What follows belongs to an exercise in optimizing a design on an open flow for a short achievable clock period and few clock cycles; a production flow would make more cautious choices. In this exercise RTL edits were held to simulation tests only and were not proved equivalent to the original. Power figures rest on the tool's default switching activity, not on a simulated workload.

===== flow/constraint.sdc =====
create_clock -name core_clock -period 8.0 [get_ports {clk}]
set_input_delay 1.6000 -clock core_clock [delete_from_list [all_inputs] [get_ports {clk}]]
set_output_delay 1.6000 -clock core_clock [all_outputs]
set_load 0.01 [all_outputs]

===== flow/config.mk =====
export PLATFORM = sky130hd
export DESIGN_NAME = qar_lite_top
export DESIGN_NICKNAME = qar_lite_top
export VERILOG_FILES = /design/flow/design.v
export SDC_FILE = /design/flow/constraint.sdc
export NUM_CORES = 4
export LEC_CHECK = 0
export CAP_MARGIN = 20
export CORE_MARGIN = 2
export CORE_UTILIZATION = 40
export SLEW_MARGIN = 20

===== flow/design.v =====
package qar_pkg;
    localparam int xlen       = 32;    
    localparam int reg_addr_w = 5;     
    typedef enum logic [6:0] {
        opc_op     = 7'b0110011,   
        opc_op_imm = 7'b0010011,   
        opc_lui    = 7'b0110111,
        opc_store  = 7'b0100011,   
        opc_branch = 7'b1100011,   
        opc_jal    = 7'b1101111
    } opcode_t;
    typedef enum logic [2:0] {
        alu_add,
        alu_sub,
        alu_and,
        alu_or,
        alu_xor,
        alu_sll,
        alu_srl
    } alu_op_t;
    typedef struct packed {
        logic            valid;
        logic [xlen-1:0] pc;
        logic [xlen-1:0] instr;
    } fetch_pkt_t;
    typedef struct packed {
        logic            valid;
        logic [xlen-1:0] pc;
        logic [xlen-1:0] instr;
        logic [xlen-1:0] rs1_val;
        logic [xlen-1:0] rs2_val;
    } decode_pkt_t;
    typedef struct packed {
        logic                  we;
        logic [reg_addr_w-1:0] rd;
        logic [xlen-1:0]       data;
    } wb_t;
    typedef struct packed {
        logic            taken;
        logic [xlen-1:0] target;
    } redirect_t;
    typedef struct packed {
        logic            valid;
        logic [xlen-1:0] addr;
        logic [xlen-1:0] wdata;
    } store_req_t;
endpackage
module qar_fetch #(
    parameter logic [qar_pkg::xlen-1:0] reset_pc = '0
) (
    input  logic                     clk,
    input  logic                     rst_n,
    input  qar_pkg::redirect_t       redirect,
    input  logic                     dec_ready,
    output logic                     imem_valid,
    output logic [qar_pkg::xlen-1:0] imem_addr,
    input  logic                     imem_ready,
    input  logic [qar_pkg::xlen-1:0] imem_rdata,
    output qar_pkg::fetch_pkt_t      fetch_out
);
    logic [qar_pkg::xlen-1:0] pc;            
    logic                     req_pending;
    logic [qar_pkg::xlen-1:0] req_addr;
    logic                     discard;       
    qar_pkg::fetch_pkt_t      ibuf;
    logic imem_xfer;
    logic buf_take;
    logic issue;
    assign imem_xfer = req_pending && imem_ready;
    assign buf_take  = ibuf.valid && dec_ready;
    assign issue = !req_pending && (!ibuf.valid || buf_take) && !redirect.taken;
    always_ff @(posedge clk or negedge rst_n) begin
        if (!rst_n) begin
            pc          <= reset_pc;
            req_pending <= 1'b0;
            req_addr    <= reset_pc;
            discard     <= 1'b0;
        end else begin
            if (imem_xfer) begin
                req_pending <= 1'b0;
                discard     <= 1'b0;
            end else if (issue) begin
                req_pending <= 1'b1;
                req_addr    <= pc;
                pc          <= pc + 32'd4;
            end
            if (redirect.taken) begin
                pc <= redirect.target;
                if (req_pending && !imem_xfer)
                    discard <= 1'b1;
            end
        end
    end
    always_ff @(posedge clk or negedge rst_n) begin
        if (!rst_n) begin
            ibuf <= '0;
        end else if (redirect.taken) begin
            ibuf.valid <= 1'b0;
        end else if (imem_xfer && !discard) begin
            ibuf.valid <= 1'b1;
            ibuf.pc    <= req_addr;
            ibuf.instr <= imem_rdata;
        end else if (buf_take) begin
            ibuf.valid <= 1'b0;
        end
    end
    assign imem_valid = req_pending;
    assign imem_addr  = req_addr;
    assign fetch_out  = ibuf;
endmodule
module qar_decode (
    input  logic                 clk,
    input  logic                 rst_n,
    input  qar_pkg::fetch_pkt_t  fetch_in,
    output logic                 dec_ready,
    input  qar_pkg::wb_t         wb,
    input  logic                 ex_stall,
    input  qar_pkg::redirect_t   redirect,
    output qar_pkg::decode_pkt_t dec_out
);
    logic [qar_pkg::xlen-1:0]       regs [0:31];
    logic [qar_pkg::reg_addr_w-1:0] rs1;
    logic [qar_pkg::reg_addr_w-1:0] rs2;
    logic [qar_pkg::xlen-1:0]       rs1_val;
    logic [qar_pkg::xlen-1:0]       rs2_val;
    qar_pkg::decode_pkt_t           dec_q;
    function automatic logic [qar_pkg::xlen-1:0] read_src(
        input logic [qar_pkg::reg_addr_w-1:0] idx
    );
        if (idx == '0)
            read_src = 32'd0;
        else if (wb.we && wb.rd == idx)
            read_src = wb.data;     
        else
            read_src = regs[idx];
    endfunction
    assign rs1 = fetch_in.instr[19:15];
    assign rs2 = fetch_in.instr[24:20];
    always_comb begin
        rs1_val = read_src(rs1);
        rs2_val = read_src(rs2);
    end
    always_ff @(posedge clk) begin
        if (wb.we && wb.rd != '0)
            regs[wb.rd] <= wb.data;
    end
    assign dec_ready = !dec_q.valid || !ex_stall;
    always_ff @(posedge clk or negedge rst_n) begin
        if (!rst_n) begin
            dec_q <= '0;
        end else if (redirect.taken) begin
            dec_q.valid <= 1'b0;      
        end else if (dec_ready) begin
            dec_q.valid   <= fetch_in.valid;
            dec_q.pc      <= fetch_in.pc;
            dec_q.instr   <= fetch_in.instr;
            dec_q.rs1_val <= rs1_val;
            dec_q.rs2_val <= rs2_val;
        end
    end
    assign dec_out = dec_q;
endmodule
module qar_execute (
    input  logic                 clk,
    input  logic                 rst_n,
    input  qar_pkg::decode_pkt_t dec_in,
    output qar_pkg::wb_t         wb,
    output qar_pkg::redirect_t   redirect,
    output logic                 ex_stall,
    output qar_pkg::store_req_t  store_req,
    input  logic                 mem_ready
);
    qar_pkg::opcode_t               opcode;
    logic [2:0]                     funct3;
    logic [6:0]                     funct7;
    logic [qar_pkg::reg_addr_w-1:0] rd;
    logic [qar_pkg::xlen-1:0]       imm_i, imm_s, imm_b, imm_j, imm_u;
    logic [qar_pkg::xlen-1:0]       pc_plus4;
    qar_pkg::alu_op_t               op_alu;      
    qar_pkg::alu_op_t               alu_sel;
    logic                           op_ok;
    logic [qar_pkg::xlen-1:0]       alu_b;
    logic [qar_pkg::xlen-1:0]       alu_res;
    logic                           is_store;
    logic                           store_go;
    qar_pkg::store_req_t            store_q;
    assign opcode = qar_pkg::opcode_t'(dec_in.instr[6:0]);
    assign funct3 = dec_in.instr[14:12];
    assign funct7 = dec_in.instr[31:25];
    assign rd     = dec_in.instr[11:7];
    assign imm_i = {{20{dec_in.instr[31]}}, dec_in.instr[31:20]};
    assign imm_s = {{20{dec_in.instr[31]}}, dec_in.instr[31:25], dec_in.instr[11:7]};
    assign imm_b = {{20{dec_in.instr[31]}}, dec_in.instr[7], dec_in.instr[30:25],
                    dec_in.instr[11:8], 1'b0};
    assign imm_j = {{12{dec_in.instr[31]}}, dec_in.instr[19:12], dec_in.instr[20],
                    dec_in.instr[30:21], 1'b0};
    assign imm_u = {dec_in.instr[31:12], 12'b0};
    assign pc_plus4 = dec_in.pc + 32'd4;
    always_comb begin
        op_alu = qar_pkg::alu_add;
        op_ok  = (funct7 == 7'b0000000);
        case (funct3)
            3'b000: begin
                op_alu = funct7[5] ? qar_pkg::alu_sub : qar_pkg::alu_add;
                op_ok  = (funct7 == 7'b0000000) || (funct7 == 7'b0100000);
            end
            3'b111: op_alu = qar_pkg::alu_and;
            3'b110: op_alu = qar_pkg::alu_or;
            3'b100: op_alu = qar_pkg::alu_xor;
            3'b001: op_alu = qar_pkg::alu_sll;
            3'b101: op_alu = qar_pkg::alu_srl;
            default: op_ok = 1'b0;         
        endcase
    end
    assign alu_sel = (opcode == qar_pkg::opc_op) ? op_alu : qar_pkg::alu_add;
    assign alu_b   = (opcode == qar_pkg::opc_op) ? dec_in.rs2_val : imm_i;
    always_comb begin
        case (alu_sel)
            qar_pkg::alu_sub: alu_res = dec_in.rs1_val - alu_b;
            qar_pkg::alu_and: alu_res = dec_in.rs1_val & alu_b;
            qar_pkg::alu_or:  alu_res = dec_in.rs1_val | alu_b;
            qar_pkg::alu_xor: alu_res = dec_in.rs1_val ^ alu_b;
            qar_pkg::alu_sll: alu_res = dec_in.rs1_val << alu_b[4:0];
            qar_pkg::alu_srl: alu_res = dec_in.rs1_val >> alu_b[4:0];
            default:          alu_res = dec_in.rs1_val + alu_b;
        endcase
    end
    always_comb begin
        wb.we           = 1'b0;
        wb.rd           = rd;
        wb.data         = alu_res;
        redirect.taken  = 1'b0;
        redirect.target = dec_in.pc + imm_b;
        is_store        = 1'b0;
        if (dec_in.valid) begin
            case (opcode)
                qar_pkg::opc_op:     wb.we = op_ok;
                qar_pkg::opc_op_imm: wb.we = (funct3 == 3'b000);    
                qar_pkg::opc_lui: begin
                    wb.we   = 1'b1;
                    wb.data = imm_u;
                end
                qar_pkg::opc_store:  is_store = (funct3 == 3'b010);
                qar_pkg::opc_branch: begin
                    if (funct3 == 3'b000)
                        redirect.taken = (dec_in.rs1_val == dec_in.rs2_val);
                    else if (funct3 == 3'b001)
                        redirect.taken = (dec_in.rs1_val != dec_in.rs2_val);
                end
                qar_pkg::opc_jal: begin
                    wb.we           = 1'b1;
                    wb.data         = pc_plus4;       
                    redirect.taken  = 1'b1;
                    redirect.target = dec_in.pc + imm_j;
                end
                default: ;                        
            endcase
        end
    end
    assign ex_stall = is_store && store_q.valid && !mem_ready;
    assign store_go = is_store && !ex_stall;
    always_ff @(posedge clk or negedge rst_n) begin
        if (!rst_n) begin
            store_q <= '0;
        end else if (store_go) begin
            store_q.valid <= 1'b1;
            store_q.addr  <= dec_in.rs1_val + imm_s;
            store_q.wdata <= dec_in.rs2_val;
        end else if (store_q.valid && mem_ready) begin
            store_q.valid <= 1'b0;
        end
    end
    assign store_req = store_q;
endmodule
module qar_lite_top #(
    parameter logic [qar_pkg::xlen-1:0] reset_pc = '0
) (
    input  logic                     clk,
    input  logic                     rst_n,
    output logic                     imem_valid,
    output logic [qar_pkg::xlen-1:0] imem_addr,
    input  logic                     imem_ready,
    input  logic [qar_pkg::xlen-1:0] imem_rdata,
    output logic                     mem_valid,
    output logic [qar_pkg::xlen-1:0] mem_addr,
    output logic [qar_pkg::xlen-1:0] mem_wdata,
    input  logic                     mem_ready
);
    qar_pkg::fetch_pkt_t  fetch_pkt;
    qar_pkg::decode_pkt_t dec_pkt;
    qar_pkg::wb_t         wb;
    qar_pkg::redirect_t   redirect;
    qar_pkg::store_req_t  store_req;
    logic                 dec_ready;
    logic                 ex_stall;
    qar_fetch #(.reset_pc(reset_pc)) u_fetch (
        .clk(clk), .rst_n(rst_n),
        .redirect(redirect), .dec_ready(dec_ready),
        .imem_valid(imem_valid), .imem_addr(imem_addr),
        .imem_ready(imem_ready), .imem_rdata(imem_rdata),
        .fetch_out(fetch_pkt)
    );
    qar_decode u_decode (
        .clk(clk), .rst_n(rst_n),
        .fetch_in(fetch_pkt), .dec_ready(dec_ready),
        .wb(wb), .ex_stall(ex_stall), .redirect(redirect),
        .dec_out(dec_pkt)
    );
    qar_execute u_execute (
        .clk(clk), .rst_n(rst_n),
        .dec_in(dec_pkt), .wb(wb), .redirect(redirect),
        .ex_stall(ex_stall), .store_req(store_req), .mem_ready(mem_ready)
    );
    assign mem_valid = store_req.valid;
    assign mem_addr  = store_req.addr;
    assign mem_wdata = store_req.wdata;
endmodule

===== flow/run.sh =====
#!/bin/bash
# synth_recipe.tcl (not shown) runs the flow's synth.tcl, then flattens the netlist and writes it again
# the make line also repeats each setting of config.mk as NAME=value (left out here)
make -C /OpenROAD-flow-scripts/flow DESIGN_CONFIG=/design/flow/config.mk WORK_HOME=/design/flow/orfs CLKGATE_MAP_FILE= SYNTH_SCRIPT=/design/flow/synth_recipe.tcl finish

==> flow_metrics.py <==
metrics = {
    "detailed_routing": {
        "dr_total_vias": 49412,
        "wl_um": 261000,
        "vias_per_cell": 6.48,
        "drt_iter0_drc": 5926,
        "wl_per_cell_um": 34.2,
        "first_pass_iters": 5,
        "drc": 0,
        "ant_nets": 0,
    },
    "clock_tree": {
        "postCtsSetupRepairBufs": 0,
        "cts_buffer_depth": 3,
        "post_cts_resized": 0,
        "hold_buffers": 0,
        "clk_latency_ns": 0.82,
        "htree_levels": 4,
        "cts_sinks": 1349,
        "clk_pin_slew_ns": 0.06,
        "root_buffer": "clkbuf_16",
        "numCtsBuffers": 146,
        "tritoncts": "done",
    },
    "worst_setup_path": {
        "r2r_end": "u_decode.dec_q[53]",
        "cp.arrival_ns": 7.52,
        "worst_path_max_delay_cell": "a211oi_1",
        "crit_family": "compound AO/OA/AOI/OAI gates",
        "worstReg2RegStart": "u_decode.dec_q[66]",
        "max_stage_delay_ns": 0.95,
        "path_cells": "or4b_1 -> buf_4 -> nor2_4 -> and4_1 -> a41oi_1 -> xnor2_1 -> ha_1 -> nand4_1 -> o21ai_0 -> a21oi_1 -> a21boi_0 -> a21bo_2 -> a31oi_1 -> xnor2_1 -> a211oi_1 -> nor2_4 -> a221o_1",
        "reg2reg_depth": 17,
        "crit_fanout": 33,
        "regToRegSetupSlack_ns": 1.17,
        "cp-end-kind": "flip-flop",
        "path_class": "flip-flop to flip-flop",
        "worst_setup_path_start_kind": "flip-flop",
        "required_ns": 8.69,
        "crit_buf_inv": 1,
    },
    "min_path": {
        "hold_depth": 2,
        "hold_end": "u_execute.store_q[33]",
        "hp-start": "u_execute.store_q[33]",
        "min_path_type": "flip-flop to flip-flop",
    },
    "placement": {
        "hpwl_um": 169000,
        "io_buffers": 133,
        "gp_congestion": 1.09,
    },
    "timing": {
        "setup_tns_ns": 0,
        "period_share_pct": 85.4,
        "relSlewSlack_pct": 19.1,
        "finalHoldViolCount": 0,
        "slew_viol_final": 0,
        "finalSetupViolCount": 0,
        "fin_crit_ns": 6.83,
        "tightest_slew_ns": 1.21,
        "finalClockSkew_ns": 0.0264,
        "rsz0062_at_grt": "no",
        "max_freq_ghz": 0.146,
    },
    "logic_synthesis": {
        "ys_seq_area_share_pct": 53.0,
        "netlist_area_um2": 73400,
        "yosys_warnings": 3,
        "synth_cell_types": 99,
        "syn_inst": 4990,
        "synth_edf_count": 1024,
        "ys.flop_type": "edfxtp_1",
        "avgSynthCellArea_um2": 14.7,
        "synth.ff_latch_count": 1349,
        "async_flop_share_pct": 24.1,
    },
    "floorplanning": {
        "die-area_um2": 187000,
        "core_um2": 183000,
        "die_w_um": 432,
        "die_y_um": 432,
        "ioPinCount": 134,
        "start_util_pct": 40.2,
        "fp-row-count": 157,
    },
    "global_routing": {
        "grt_pass1_vias": 48792,
        "grt_usage_pct": 27.8,
        "grt_overflow": 0,
        "grt_first_pass_wirelength_um": 367000,
        "antenna_found_initial": 2,
        "grt_max_degree": 120,
    },
    "power": {
        "ir_worst_vdd_v": 0.000567,
        "switching_share_pct": 43.5,
        "p_int_w": 0.0246,
        "clock_power_share_pct": 15.1,
        "p_sw_w": 0.0189,
        "power_w": 0.0436,
        "power_density_nw_per_um2": 525,
        "combPwrFrac_pct": 52.5,
        "leakage_nw": 29.0,
        "seq_power_share_pct": 32.4,
    },
    "cells_and_area": {
        "final_common_cell": "edfxtp_1",
        "drive_gt1_share_pct": 25.9,
        "nets": 5334,
        "multi_input_area_um2": 33200,
        "seqCellArea_um2": 38900,
        "final_cell_mix": "1,024 x edfxtp_1, 660 x mux4_2, 314 x dfrtp_1, 282 x nand2_1, 221 x o21ai_0",
        "n_fill_cell": 15968,
        "area_growth_pct": 13.2,
    },
    "status": {
        "status": "timing/DRC/antenna clean",
    },
    "job": {
        "drv_cap": 0,
    },
}
layout make-up:
class / instances / area share, %
Antenna cell: 4 / 0.0121
Multi-Input combinational cell: 3187 / 40.0
Clock inverter: 71 / 0.814
Tap cell: 2385 / 3.59
Inverter: 122 / 0.558
Sequential cell: 1349 / 46.9
Timing Repair Buffer: 315 / 3.41
Clock buffer: 195 / 4.76
tightest hold or removal path, delay by kind of cell, from the launching register on:
kind	cells	cell delay (ns)
simple gates	1	0.05
compound gates	1	0.06
flops	1	0.34
kinds of logic (layout without fill, tap and decap cells):
logic type | after synthesis | after routing | synth area share (%)
AO/OA/AOI/OAI | 909 | 909 | 8.15
flip-flops | 1349 | 1349 | 53.0
other | 1 | 36 | 0.00511
adder cells (fa/ha/maj) | 177 | 177 | 3.06
multiplexers | 979 | 979 | 25.0
buffers and inverters | 485 | 703 | 2.58
XOR/XNOR | 213 | 213 | 2.54
AND/OR/NAND/NOR | 877 | 877 | 5.69
worst max-delay path by stage:
stage               slack [ns]                from  depth (start not counted)                    end
floorplan                 1.40  u_decode.dec_q[66]                         23   u_decode.regs[0][28]
global placement          1.41  u_decode.dec_q[66]                         17     u_decode.dec_q[53]
detailed placement        1.39  u_decode.dec_q[66]                         17     u_decode.dec_q[53]
CTS                       1.36  u_decode.dec_q[66]                         17     u_decode.dec_q[53]
global route              0.95  u_decode.dec_q[66]                         19  u_decode.regs[26][30]
finish                    1.17  u_decode.dec_q[66]                         17     u_decode.dec_q[53]
registers in the layout, indices dropped and copies added (netlist names), named ones only:
signal,flops
u_decode.dec_q,129
u_decode.regs,1024
u_execute.store_q,65
u_fetch.ibuf,65
u_fetch.pc,32
u_fetch.req_addr,32
u_fetch.req_pending,1
cells in the mapped netlist, drive strengths merged, types with 44 or more instances:
cell / instances / area (µm²)
mux2: 203 / 2290
a211oi: 77 / 583
inv: 121 / 459
ha: 173 / 2160
xor2: 104 / 911
mux4: 660 / 14900
edfxtp: 1024 / 30700
o21ai: 235 / 1180
dfrtp: 325 / 8130
nand2: 283 / 1060
clkbuf: 249 / 935
a21oi: 219 / 1100
xnor2: 109 / 955
nor2: 189 / 712
nand3: 100 / 500
buf: 114 / 492
a21o: 54 / 405
mux2i: 116 / 1160
a221oi: 44 / 392
nor3: 84 / 435
routing by layer:
layer	GRT usage, %	wire length (µm)	vias to the layer above
li1	-	-	20355
met1	37.5	103000	26033
met2	43.3	120000	2527
met3	5.56	23800	495
met4	12.9	13700	2
met5	0	20	-
stage by stage:
stage	hold slack, ns	std cells	setup WS [ns]	util [%]	cell area [µm²]
5_1_grt	0.499	7624	0.955	45.4	83000
4_1_cts	0.484	7623	1.36	45.4	83000
3_5_place_dp	0.471	7357	1.39	42.9	78400
2_1_floorplan	0.435	5021	1.40	-	73500
3_3_place_gp	0.462	7353	1.41	42.8	78300
6_report	0.475	7628	1.17	45.4	83000
power by group through the flow:
stage | logic [W] | registers (W) | clock network [W]
floorplan | 0.0148 | 0.0132 | 0
finish | 0.0229 | 0.0141 | 0.00660
CTS | 0.0225 | 0.0141 | 0.00672
detailed placement | 0.0224 | 0.0142 | 0
global placement | 0.0221 | 0.0142 | 0
global route | 0.0244 | 0.0142 | 0.00699
Testbench counts, summed over its fixed seeds: cycles 62,434.

-- re-timing with driven ports --
The flow's constraints put no driver on any port. The routed layout listed below was extracted and timed again, unchanged, in two steps.
Step 1: set_driving_cell puts a clkbuf_16 on clk and a buf_2 on each other input, an assumption about the parent block.
Step 2 also shifts input and output timing later by t, the mid clock arrival at the registers, as if the neighbouring blocks saw the same clock.
Slacks: no drivers / after step 1 / after step 2; pairs: no drivers / after step 1.
t (ns): 0.893
setup WS [ns]: 1.170 / 1.170 / 1.170
worst data-port slew with drivers (ns): 0.05
After both steps this run still meets setup and hold. The setup slack of this run moves by 0.000 ns with the drivers and by 0.000 ns with both steps.
